Source: an optimization exercise on an open RTL-to-GDS flow (aim: small area, a short achievable clock period and few clock cycles per item). Production flows keep margins and buffers that such runs may drop. RTL that was checked went through simulation tests only; none was proved equivalent to the original.

before:
==> flow/design.v (excerpt) <==
module pwd_processor (
    input  logic       clk,
    input  logic       rst_n,
    input  logic       in_valid,
    input  logic [8:0] in_data,
    output logic       busy,
    output logic       out_valid,
    output logic [8:0] out_data
);
For scale: about 1300 cells after synthesis, ~120 flip-flops, about 9000 um2 of cells after synthesis.
==> flow/config.mk <==
export PLATFORM = sky130hd
export DESIGN_NAME = pwd_processor
export DESIGN_NICKNAME = pwd_processor
export VERILOG_FILES = /design/flow/design.v
export SDC_FILE = /design/flow/constraint.sdc
export NUM_CORES = 4
export LEC_CHECK = 0
export ABC_AREA = 1
export CAP_MARGIN = 20
export CORE_MARGIN = 2
export CORE_UTILIZATION = 40
export SLEW_MARGIN = 20
==> flow/constraint.sdc <==
create_clock -name core_clock -period 18.0 [get_ports {clk}]
set_input_delay 3.6000 -clock core_clock [delete_from_list [all_inputs] [get_ports {clk}]]
set_output_delay 3.6000 -clock core_clock [all_outputs]
set_load 0.01 [all_outputs]
standard.sh (not shown) runs the stock make flow with config.mk's settings and CLKGATE_MAP_FILE= SYNTH_SCRIPT=/design/flow/synth_recipe.tcl, a recipe that flattens the netlist after the stock synthesis.
==> flow/flow/run.sh <==
#!/bin/bash
# The standard layout, with two changes made through ORFS variables: the
# port buffers inserted at placement are buf_2 cells instead of the default
# pick, and clock tree synthesis uses a clkbuf_16 root and clkbuf_8 cells below it,
# and no dummy balancing loads. Every tool's output goes to a log file in
# this folder.
set -euo pipefail
bash standard.sh \
  "BUFFER_PORTS_ARGS=-buffer_cell sky130_fd_sc_hd__buf_2" \
  "CTS_ARGS=-sink_clustering_enable -repair_clock_nets -sink_clustering_size 40 -dont_use_dummy_load -root_buf sky130_fd_sc_hd__clkbuf_16 -buf_list sky130_fd_sc_hd__clkbuf_8" \
  finish > standard_run.log 2>&1
Testbench counts of before, summed over its fixed seeds: cycles 8,555, bursts 2,400.
For after, these inputs were changed with respect to before:
-- flow/design.v --
<<< before, line 71
        reg [8:0] tb;
        reg [31:0] oh;
        begin
            oh = 32'd1 << {w[8], w[7:4]};
>>> after, line 71
        reg [8:0] tb;
        reg [31:0] oh;
        reg [11:0] t;
        begin
            oh = 32'd1 << {w[8], w[7:4]};
<<< before, line 83
            tb[8] = |(oh & 32'hfffc000f);
            decode_f = tb + {5'b0, w[3:0] ^ {4{w[8]}}};
        end
    endfunction
>>> after, line 84
            tb[8] = |(oh & 32'hfffc000f);
            decode_f = tb + {5'b0, w[3:0] ^ {4{w[8]}}};
        end
    endfunction
    function automatic [8:0] decode(input [8:0] w);
        reg [3:0] hh, ll;
        reg [11:0] t;
        begin
            hh = w[7:4] ^ {4{w[8]}};
            ll = w[3:0] ^ {4{w[8]}};
            t  = {1'b0, hh, 3'b000} + {3'b0, hh, 1'b0} + {5'b0, ll} + (w[8] ? 9'd380 : 9'd479);
            decode = t[8:0];
        end
    endfunction
### Flow results
The flow did not stop early for after: all stages ran, and the layout cleared the timing, DRC and antenna checks. Going from before to after, transition time at the pin with the least slew margin moved up, global-route usage saw a decrease. Row relative area change from synthesis to final layout: after lower / before higher. Routed wire length: after better than before. On post-layout instance area, before tracks after almost exactly. | fmax | after vs before | ≈ equal |.
Testbench counts of after, summed over its fixed seeds: cycles 8,555, bursts 2,400.


The RTL this note starts from:
==> flow/design.v <==
`default_nettype none
module pwd_processor (
    input  logic       clk,
    input  logic       rst_n,
    input  logic       in_valid,
    input  logic [8:0] in_data,
    output logic       busy,
    output logic       out_valid,
    output logic [8:0] out_data
);
    logic       vreg;
    logic [8:0] x;
    always_ff @(posedge clk or negedge rst_n) begin
        if (!rst_n) vreg <= 1'b0;
        else        vreg <= in_valid & ~busy;
    end
    always_ff @(posedge clk) x <= in_data;
    logic [8:0] d [4];       
    logic [2:0] m;           
    logic [2:0] r;           
    logic       done_col;    
    logic signed [8:0] dmin, dmax;    
    logic [8:0] h;           
    logic       cin;         
    logic       even;        
    logic       fresh;       
    logic [2:0] cnt;
    logic       pend, load, pop, ins;
    logic [2:0] rs;
    assign cnt  = m - r;
    assign pend = done_col | (~vreg & (cnt != 3'd0));
    assign pop  = (r != 3'd0);
    assign load = pend & (r[2:1] == 2'b00);
    assign ins  = vreg;
    assign rs   = load ? m : r;
    function automatic [8:0] decode(input [8:0] w);
        reg [8:0] t;
        begin
            t = {1'b0, w[7:4], 3'b000} + {3'b000, w[7:4], 1'b0} + {5'b0, w[3:0]};
            decode = w[8] ? (9'd33 - t) : (t - 9'd33);
        end
    endfunction
    logic signed [8:0] dx;
    assign dx = decode(x);
    logic [4:0] g, hpos;
    always_comb begin
        for (int i = 0; i < 4; i++)
            g[i] = (3'(i) >= rs) && (3'(i) < m) && ({~x[8], x[7:0]} > {~d[i][8], d[i][7:0]});
        g[4] = 1'b0;
        for (int i = 0; i < 5; i++)
            hpos[i] = g[i] | (3'(i) == m);
    end
    logic [8:0] pre [5];
    always_comb begin
        for (int i = 0; i < 5; i++) begin
            if (ins && i > 0 && g[i-1])
                pre[i] = d[i-1];
            else if (ins && hpos[i])
                pre[i] = x;
            else
                pre[i] = (i < 4) ? d[i] : x;
        end
    end
    always_ff @(posedge clk) begin
        for (int i = 0; i < 4; i++)
            d[i] <= pop ? pre[i+1] : pre[i];
    end
    logic first_word;
    assign first_word = (rs == m);
    logic [8:0] lo_raw, hi_raw;
    logic signed [9:0] sum;
    always_comb begin
        lo_raw = d[m[1:0] - 2'd1];
        hi_raw = r[0] ? d[1] : d[0];
        if (!cnt[0])
            sum = {dmin[8], dmin} + {dmax[8], dmax};
        else
            sum = {hi_raw[8], hi_raw} + {lo_raw[8], lo_raw};
    end
    always_ff @(posedge clk or negedge rst_n) begin
        if (!rst_n) begin
            m        <= '0;
            r        <= '0;
            done_col <= 1'b0;
        end else begin
            m        <= m + 3'(ins) - 3'(pop);
            r        <= load ? cnt : r - 3'(pop);
            done_col <= pend & ~load;
        end
    end
    always_ff @(posedge clk) begin
        if (ins) begin
            if (first_word || dx < dmin) dmin <= dx;
            if (first_word || dx > dmax) dmax <= dx;
        end
        if (load) begin
            h    <= sum[9:1];
            cin  <= ~(sum[9] & sum[0]);
            even <= ~cnt[0];
        end
        fresh <= load | (fresh & ~pop);
    end
    logic [2:0] r_next;
    assign r_next = load ? cnt : r - 3'(pop);
    always_ff @(posedge clk or negedge rst_n) begin
        if (!rst_n) busy <= 1'b0;
        else        busy <= ((vreg & ~in_valid) | busy) & (r_next >= 3'd3);
    end
    logic       c_valid, c_first;
    logic [8:0] c_reg;
    logic [8:0] v;
    assign v = even ? decode(d[0]) : d[0];
    always_ff @(posedge clk or negedge rst_n) begin
        if (!rst_n) c_valid <= 1'b0;
        else        c_valid <= pop;
    end
    always_ff @(posedge clk) begin
        c_reg   <= v + ~h + 9'(cin);
        c_first <= fresh;
    end
    logic [10:0] b;
    assign b = {1'b0, ~out_data[8], out_data[7:0], 1'b0} + {2'b0, ~c_reg[8], c_reg[7:0]};
    function automatic [1:0] madd(input [1:0] p, input [1:0] q);
        madd = (p == 2'd0) ? q :
               (q == 2'd0) ? p :
               (p == q) ? ((p == 2'd1) ? 2'd2 : 2'd1) : 2'd0;
    endfunction
    logic [1:0] e [6];
    logic [1:0] rr [7];
    logic [1:0] e54, e32, e10;
    logic [11:0] qd;
    always_comb begin
        for (int k = 0; k < 6; k++) begin
            logic [1:0] dg;
            dg = (k == 5) ? {1'b0, b[10]} : b[2*k +: 2];
            e[k] = (dg == 2'd3) ? 2'd0 : dg;
        end
        e54   = madd(e[5], e[4]);
        e32   = madd(e[3], e[2]);
        e10   = madd(e[1], e[0]);
        rr[6] = 2'd0;
        rr[5] = e[5];
        rr[4] = e54;
        rr[3] = madd(e54, e[3]);
        rr[2] = madd(e54, e32);
        rr[1] = madd(rr[2], e[1]);
        rr[0] = madd(rr[2], e10);
        for (int k = 0; k < 6; k++) begin
            logic [3:0] t;
            t = {rr[k+1], 2'b00} + ((k == 5) ? {3'b0, b[10]} : {2'b0, b[2*k +: 2]});
            qd[2*k +: 2] = (t >= 4'd9) ? 2'd3 : (t >= 4'd6) ? 2'd2 : (t >= 4'd3) ? 2'd1 : 2'd0;
        end
    end
    logic       corr;
    logic [8:0] qt;
    always_comb begin
        corr = ~(b[10] | (b[9] & b[8])) & (rr[0] != 2'd0);
        for (int j = 0; j < 9; j++)
            qt[j] = qd[j] ^ (corr & ((qd[8:0] & ((9'd1 << j) - 9'd1)) == ((9'd1 << j) - 9'd1)));
    end
    always_ff @(posedge clk or negedge rst_n) begin
        if (!rst_n) out_valid <= 1'b0;
        else        out_valid <= c_valid;
    end
    always_ff @(posedge clk) begin
        out_data <= c_first ? c_reg : {~qt[8], qt[7:0]};
    end
endmodule
`default_nettype wire
clock: 18.0 ns
lec_check: 0
abc_area: 1
cap_margin: 20
core_margin: 2
core_utilization: 40
slew_margin: 20
run.sh (not shown) runs the stock make flow with config.mk's settings and CLKGATE_MAP_FILE= SYNTH_SCRIPT=/design/flow/synth_recipe.tcl, a recipe that flattens the netlist after the stock synthesis.
Stock flow here: none of the scripts above is used.
The starting point finished with timing, DRC and antenna clean.
Testbench counts at the start, summed over its fixed seeds: cycles 8,547, bursts 2,400.
==> next run, changes <==
--- a/flow/design.v
+++ b/flow/design.v
@@ -17,11 +17,11 @@
     always_ff @(posedge clk) x <= in_data;
     logic [8:0] d [4];       
     logic [2:0] m;           
     logic [2:0] r;           
     logic       done_col;    
-    logic signed [8:0] dmin, dmax;    
+    logic [8:0] dmin, dmax;    
     logic [8:0] h;           
     logic       cin;         
     logic       even;        
     logic       fresh;       
     logic [2:0] cnt;
@@ -31,23 +31,48 @@
     assign pend = done_col | (~vreg & (cnt != 3'd0));
     assign pop  = (r != 3'd0);
     assign load = pend & (r[2:1] == 2'b00);
     assign ins  = vreg;
     assign rs   = load ? m : r;
-    function automatic [8:0] decode(input [8:0] w);
-        reg [8:0] t;
+    function automatic [11:0] radd(input [10:0] a, input [10:0] b, input ci);
+        reg cc;
+        integer k;
         begin
-            t = {1'b0, w[7:4], 3'b000} + {3'b000, w[7:4], 1'b0} + {5'b0, w[3:0]};
-            decode = w[8] ? (9'd33 - t) : (t - 9'd33);
+            cc = ci;
+            for (k = 0; k < 11; k = k + 1) begin
+                radd[k] = a[k] ^ b[k] ^ cc;
+                cc = (a[k] & b[k]) | (cc & (a[k] | b[k]));
+            end
+            radd[11] = cc;
         end
     endfunction
-    logic signed [8:0] dx;
+    function automatic sgt(input [8:0] a, input [8:0] b);
+        reg r;
+        integer k;
+        begin
+            r = 1'b0;
+            for (k = 0; k < 8; k = k + 1)
+                r = (a[k] & ~b[k]) | ((a[k] | ~b[k]) & r);
+            sgt = (b[8] & ~a[8]) | ((b[8] | ~a[8]) & r);
+        end
+    endfunction
+    function automatic [8:0] decode(input [8:0] w);
+        reg [3:0] hh, ll;
+        reg [11:0] t;
+        begin
+            hh = w[7:4] ^ {4{w[8]}};
+            ll = w[3:0] ^ {4{w[8]}};
+            t  = {1'b0, hh, 3'b000} + {3'b0, hh, 1'b0} + {5'b0, ll} + (w[8] ? 9'd380 : 9'd479);
+            decode = t[8:0];
+        end
+    endfunction
+    logic [8:0] dx;
     assign dx = decode(x);
     logic [4:0] g, hpos;
     always_comb begin
         for (int i = 0; i < 4; i++)
-            g[i] = (3'(i) >= rs) && (3'(i) < m) && ({~x[8], x[7:0]} > {~d[i][8], d[i][7:0]});
+            g[i] = (3'(i) >= rs) && (3'(i) < m) && sgt(x, d[i]);
         g[4] = 1'b0;
         for (int i = 0; i < 5; i++)
             hpos[i] = g[i] | (3'(i) == m);
     end
     logic [8:0] pre [5];
@@ -66,18 +91,20 @@
             d[i] <= pop ? pre[i+1] : pre[i];
     end
     logic first_word;
     assign first_word = (rs == m);
     logic [8:0] lo_raw, hi_raw;
-    logic signed [9:0] sum;
+    logic [8:0] sa, sb;
+    logic [11:0] sr;
+    logic [9:0] sum;
     always_comb begin
         lo_raw = d[m[1:0] - 2'd1];
         hi_raw = r[0] ? d[1] : d[0];
-        if (!cnt[0])
-            sum = {dmin[8], dmin} + {dmax[8], dmax};
-        else
-            sum = {hi_raw[8], hi_raw} + {lo_raw[8], lo_raw};
+        sa  = cnt[0] ? hi_raw : dmax;
+        sb  = cnt[0] ? lo_raw : dmin;
+        sr  = {2'b0, {sa[8], sa} + {sb[8], sb}};
+        sum = sr[9:0];
     end
     always_ff @(posedge clk or negedge rst_n) begin
         if (!rst_n) begin
             m        <= '0;
             r        <= '0;
@@ -88,12 +115,12 @@
             done_col <= pend & ~load;
         end
     end
     always_ff @(posedge clk) begin
         if (ins) begin
-            if (first_word || dx < dmin) dmin <= dx;
-            if (first_word || dx > dmax) dmax <= dx;
+            if (first_word || sgt(dmin, dx)) dmin <= dx;
+            if (first_word || sgt(dx, dmax)) dmax <= dx;
         end
         if (load) begin
             h    <= sum[9:1];
             cin  <= ~(sum[9] & sum[0]);
             even <= ~cnt[0];
@@ -108,16 +135,18 @@
     end
     logic       c_valid, c_first;
     logic [8:0] c_reg;
     logic [8:0] v;
     assign v = even ? decode(d[0]) : d[0];
+    logic [11:0] cres;
+    assign cres = {3'b0, v + ~h + 9'(cin)};
     always_ff @(posedge clk or negedge rst_n) begin
         if (!rst_n) c_valid <= 1'b0;
         else        c_valid <= pop;
     end
     always_ff @(posedge clk) begin
-        c_reg   <= v + ~h + 9'(cin);
+        c_reg   <= cres[8:0];
         c_first <= fresh;
     end
     logic [10:0] b;
     assign b = {1'b0, ~out_data[8], out_data[7:0], 1'b0} + {2'b0, ~c_reg[8], c_reg[7:0]};
     function automatic [1:0] madd(input [1:0] p, input [1:0] q);
Result: The new run finished with timing, DRC and antenna clean. Non-clock buffer count went down by 2. Global-route usage went up by 0.14 points. Routed wire length went down by 1.4%. Design area went down by about 7%. Critical path depth does not change. Synthesized cell count went down by about 5%. Die area went down by about 6%. Register-to-register slack got worse by 0.21 ns. Synthesized area went down by about 6.4%. Via count went down by about 4%. Core utilization stays flat.
Function not checked in the second run of this note: the RTL went through the layout flow alone.


RTL: one of the versions met above, not the one the previous note started from.
Size: about 1200 cells after synthesis, about 110 flip-flops, ~23 I/O pins, ~8900 µm² of cells after synthesis.
==> module pwd_processor, before the edit <==
module pwd_processor (
    input  logic       clk,
    input  logic       rst_n,
    input  logic       in_valid,
    input  logic [8:0] in_data,
    output logic       busy,
    output logic       out_valid,
    output logic [8:0] out_data
);
    logic       vreg;
    logic [8:0] x;
    always_ff @(posedge clk or negedge rst_n) begin
        if (!rst_n) vreg <= 1'b0;
        else        vreg <= in_valid & ~busy;
    end
    always_ff @(posedge clk) x <= in_data;
    logic [8:0] d [4];       
    logic [2:0] m;           
    logic [2:0] r;           
    logic       done_col;    
    logic [8:0] dmin, dmax;    
    logic [8:0] h;           
    logic       cin;         
    logic       even;        
    logic       fresh;       
    logic [2:0] cnt;
    logic       pend, load, pop, ins;
    logic [2:0] rs;
    assign cnt  = m - r;
    assign pend = done_col | (~vreg & (cnt != 3'd0));
    assign pop  = (r != 3'd0);
    assign load = pend & (r[2:1] == 2'b00);
    assign ins  = vreg;
    assign rs   = load ? m : r;
    function automatic [11:0] radd(input [10:0] a, input [10:0] b, input ci);
        reg cc;
        integer k;
        begin
            cc = ci;
            for (k = 0; k < 11; k = k + 1) begin
                radd[k] = a[k] ^ b[k] ^ cc;
                cc = (a[k] & b[k]) | (cc & (a[k] | b[k]));
            end
            radd[11] = cc;
        end
    endfunction
    function automatic sgt(input [8:0] a, input [8:0] b);
        reg r;
        integer k;
        begin
            r = 1'b0;
            for (k = 0; k < 8; k = k + 1)
                r = (a[k] & ~b[k]) | ((a[k] | ~b[k]) & r);
            sgt = (b[8] & ~a[8]) | ((b[8] | ~a[8]) & r);
        end
    endfunction
    function automatic [8:0] decode(input [8:0] w);
        reg [3:0] hh, ll;
        reg [11:0] t;
        begin
            hh = w[7:4] ^ {4{w[8]}};
            ll = w[3:0] ^ {4{w[8]}};
            t  = {1'b0, hh, 3'b000} + {3'b0, hh, 1'b0} + {5'b0, ll} + (w[8] ? 9'd380 : 9'd479);
            decode = t[8:0];
        end
    endfunction
    logic [8:0] dx;
    assign dx = decode(x);
    logic [4:0] g, hpos;
    always_comb begin
        for (int i = 0; i < 4; i++)
            g[i] = (3'(i) >= rs) && (3'(i) < m) && sgt(x, d[i]);
        g[4] = 1'b0;
        for (int i = 0; i < 5; i++)
            hpos[i] = g[i] | (3'(i) == m);
    end
    logic [8:0] pre [5];
    always_comb begin
        for (int i = 0; i < 5; i++) begin
            if (ins && i > 0 && g[i-1])
                pre[i] = d[i-1];
            else if (ins && hpos[i])
                pre[i] = x;
            else
                pre[i] = (i < 4) ? d[i] : x;
        end
    end
    always_ff @(posedge clk) begin
        for (int i = 0; i < 4; i++)
            d[i] <= pop ? pre[i+1] : pre[i];
    end
    logic first_word;
    assign first_word = (rs == m);
    logic [8:0] lo_raw, hi_raw;
    logic [8:0] sa, sb;
    logic [11:0] sr;
    logic [9:0] sum;
    always_comb begin
        lo_raw = d[m[1:0] - 2'd1];
        hi_raw = r[0] ? d[1] : d[0];
        sa  = cnt[0] ? hi_raw : dmax;
        sb  = cnt[0] ? lo_raw : dmin;
        sr  = {2'b0, {sa[8], sa} + {sb[8], sb}};
        sum = sr[9:0];
    end
    always_ff @(posedge clk or negedge rst_n) begin
        if (!rst_n) begin
            m        <= '0;
            r        <= '0;
            done_col <= 1'b0;
        end else begin
            m        <= m + 3'(ins) - 3'(pop);
            r        <= load ? cnt : r - 3'(pop);
            done_col <= pend & ~load;
        end
    end
    always_ff @(posedge clk) begin
        if (ins) begin
            if (first_word || sgt(dmin, dx)) dmin <= dx;
            if (first_word || sgt(dx, dmax)) dmax <= dx;
        end
        if (load) begin
            h    <= sum[9:1];
            cin  <= ~(sum[9] & sum[0]);
            even <= ~cnt[0];
        end
        fresh <= load | (fresh & ~pop);
    end
    logic [2:0] r_next;
    assign r_next = load ? cnt : r - 3'(pop);
    always_ff @(posedge clk or negedge rst_n) begin
        if (!rst_n) busy <= 1'b0;
        else        busy <= ((vreg & ~in_valid) | busy) & (r_next >= 3'd3);
    end
    logic       c_valid, c_first;
    logic [8:0] c_reg;
    logic [8:0] v;
    assign v = even ? decode(d[0]) : d[0];
    logic [11:0] cres;
    assign cres = {3'b0, v + ~h + 9'(cin)};
    always_ff @(posedge clk or negedge rst_n) begin
        if (!rst_n) c_valid <= 1'b0;
        else        c_valid <= pop;
    end
    always_ff @(posedge clk) begin
        c_reg   <= cres[8:0];
        c_first <= fresh;
    end
    logic [10:0] b;
    assign b = {1'b0, ~out_data[8], out_data[7:0], 1'b0} + {2'b0, ~c_reg[8], c_reg[7:0]};
    function automatic [1:0] madd(input [1:0] p, input [1:0] q);
        madd = (p == 2'd0) ? q :
               (q == 2'd0) ? p :
               (p == q) ? ((p == 2'd1) ? 2'd2 : 2'd1) : 2'd0;
    endfunction
    logic [1:0] e [6];
    logic [1:0] rr [7];
    logic [1:0] e54, e32, e10;
    logic [11:0] qd;
    always_comb begin
        for (int k = 0; k < 6; k++) begin
            logic [1:0] dg;
            dg = (k == 5) ? {1'b0, b[10]} : b[2*k +: 2];
            e[k] = (dg == 2'd3) ? 2'd0 : dg;
        end
        e54   = madd(e[5], e[4]);
        e32   = madd(e[3], e[2]);
        e10   = madd(e[1], e[0]);
        rr[6] = 2'd0;
        rr[5] = e[5];
        rr[4] = e54;
        rr[3] = madd(e54, e[3]);
        rr[2] = madd(e54, e32);
        rr[1] = madd(rr[2], e[1]);
        rr[0] = madd(rr[2], e10);
        for (int k = 0; k < 6; k++) begin
            logic [3:0] t;
            t = {rr[k+1], 2'b00} + ((k == 5) ? {3'b0, b[10]} : {2'b0, b[2*k +: 2]});
            qd[2*k +: 2] = (t >= 4'd9) ? 2'd3 : (t >= 4'd6) ? 2'd2 : (t >= 4'd3) ? 2'd1 : 2'd0;
        end
    end
    logic       corr;
    logic [8:0] qt;
    always_comb begin
        corr = ~(b[10] | (b[9] & b[8])) & (rr[0] != 2'd0);
        for (int j = 0; j < 9; j++)
            qt[j] = qd[j] ^ (corr & ((qd[8:0] & ((9'd1 << j) - 9'd1)) == ((9'd1 << j) - 9'd1)));
    end
    always_ff @(posedge clk or negedge rst_n) begin
        if (!rst_n) out_valid <= 1'b0;
        else        out_valid <= c_valid;
    end
    always_ff @(posedge clk) begin
        out_data <= c_first ? c_reg : {~qt[8], qt[7:0]};
    end
endmodule
export LEC_CHECK = 0
export ABC_AREA = 1
export CAP_MARGIN = 20
export CORE_MARGIN = 2
export CORE_UTILIZATION = 40
export SLEW_MARGIN = 20
create_clock -name core_clock -period 18.0 [get_ports {clk}]
standard.sh (not shown) runs the stock make flow with config.mk's settings and CLKGATE_MAP_FILE= SYNTH_SCRIPT=/design/flow/synth_recipe.tcl, a recipe that flattens the netlist after the stock synthesis.
==> flow/flow/run.sh <==
#!/bin/bash
# The standard layout, with the port buffers inserted at placement made
# buf_2 cells instead of the default pick. Every tool's output goes to a log
# file in this folder.
set -euo pipefail
bash standard.sh "BUFFER_PORTS_ARGS=-buffer_cell sky130_fd_sc_hd__buf_2" finish > standard_run.log 2>&1
Next try:
--- a/flow/design.v
+++ b/flow/design.v
@@ -56,4 +56,34 @@
         end
     endfunction
+    function automatic [8:0] decode_r(input [8:0] w);
+        reg [3:0] hh, ll;
+        reg [11:0] t;
+        begin
+            hh = w[7:4] ^ {4{w[8]}};
+            ll = w[3:0] ^ {4{w[8]}};
+            t  = radd({4'b0, hh, 3'b000}, {6'b0, hh, 1'b0}, 1'b0);
+            t  = radd(t[10:0], {7'b0, ll}, 1'b0);
+            t  = radd(t[10:0], w[8] ? 11'd380 : 11'd479, 1'b0);
+            decode_r = t[8:0];
+        end
+    endfunction
+    function automatic [8:0] decode_f(input [8:0] w);
+        reg [8:0] tb;
+        reg [31:0] oh;
+        reg [11:0] t;
+        begin
+            oh = 32'd1 << {w[8], w[7:4]};
+            tb[0] = |(oh & 32'h0000ffff);
+            tb[1] = |(oh & 32'h55555555);
+            tb[2] = |(oh & 32'hcccc9999);
+            tb[3] = |(oh & 32'h96964b4b);
+            tb[4] = |(oh & 32'hb24d926d);
+            tb[5] = |(oh & 32'h8e3ce38e);
+            tb[6] = |(oh & 32'h81fcfc0f);
+            tb[7] = |(oh & 32'h7ffc000f);
+            tb[8] = |(oh & 32'hfffc000f);
+            decode_f = tb + {5'b0, w[3:0] ^ {4{w[8]}}};
+        end
+    endfunction
     function automatic [8:0] decode(input [8:0] w);
         reg [3:0] hh, ll;
@@ -67,5 +97,5 @@
     endfunction
     logic [8:0] dx;
-    assign dx = decode(x);
+    assign dx = decode_f(x);
     logic [4:0] g, hpos;
     always_comb begin
@@ -126,5 +156,5 @@
             even <= ~cnt[0];
         end
-        fresh <= load | (fresh & ~pop);
+        fresh <= load;    
     end
     logic [2:0] r_next;
@@ -137,5 +167,5 @@
     logic [8:0] c_reg;
     logic [8:0] v;
-    assign v = even ? decode(d[0]) : d[0];
+    assign v = even ? decode_r(d[0]) : d[0];
     logic [11:0] cres;
     assign cres = {3'b0, v + ~h + 9'(cin)};
The changed run went through all stages and came out clean.
Routed wire length grows slightly.
Non-clock buffer count went down by 1.
Final area falls slightly.
Sequential cell count does not change.
Function was not checked in any run of this note: the RTL went through the layout flow alone.

-- what the ideal ports hide --
The flow's constraints put no driver on any port. The routed layouts listed below were extracted and timed again, unchanged, in two steps. Step 1 sets driving cells, clkbuf_16 on the clock port and buf_2 on the other inputs (assumed; they add their load-dependent delay and slew). Step 2 moves the port delays by t, midway between the first and last clock arrival at a register: inputs arrive t later, outputs are due t later. That takes back most of the time a late clock gives input paths. a / b / c = no drivers / after step 1 / after step 2; a / b = the first two.
run	shift t [ns]	setup slack, ns	latest minus earliest clock arrival (ns)
before	0.414	13.490 / 13.440 / 13.534	0.040 / 0.041
after	0.410	13.494 / 13.445 / 13.516	0.042 / 0.042
the first run of note 2	0.408	13.052 / 13.002 / 13.310	0.016 / 0.016
the second run of note 2	0.400	13.064 / 13.019 / 13.099	0.015 / 0.014
the first run of note 3	0.400	13.081 / 13.081 / 13.081	0.018 / 0.018
the second run of note 3	0.397	13.285 / 13.285 / 13.285	0.011 / 0.011
After both steps every run listed still meets setup and hold.
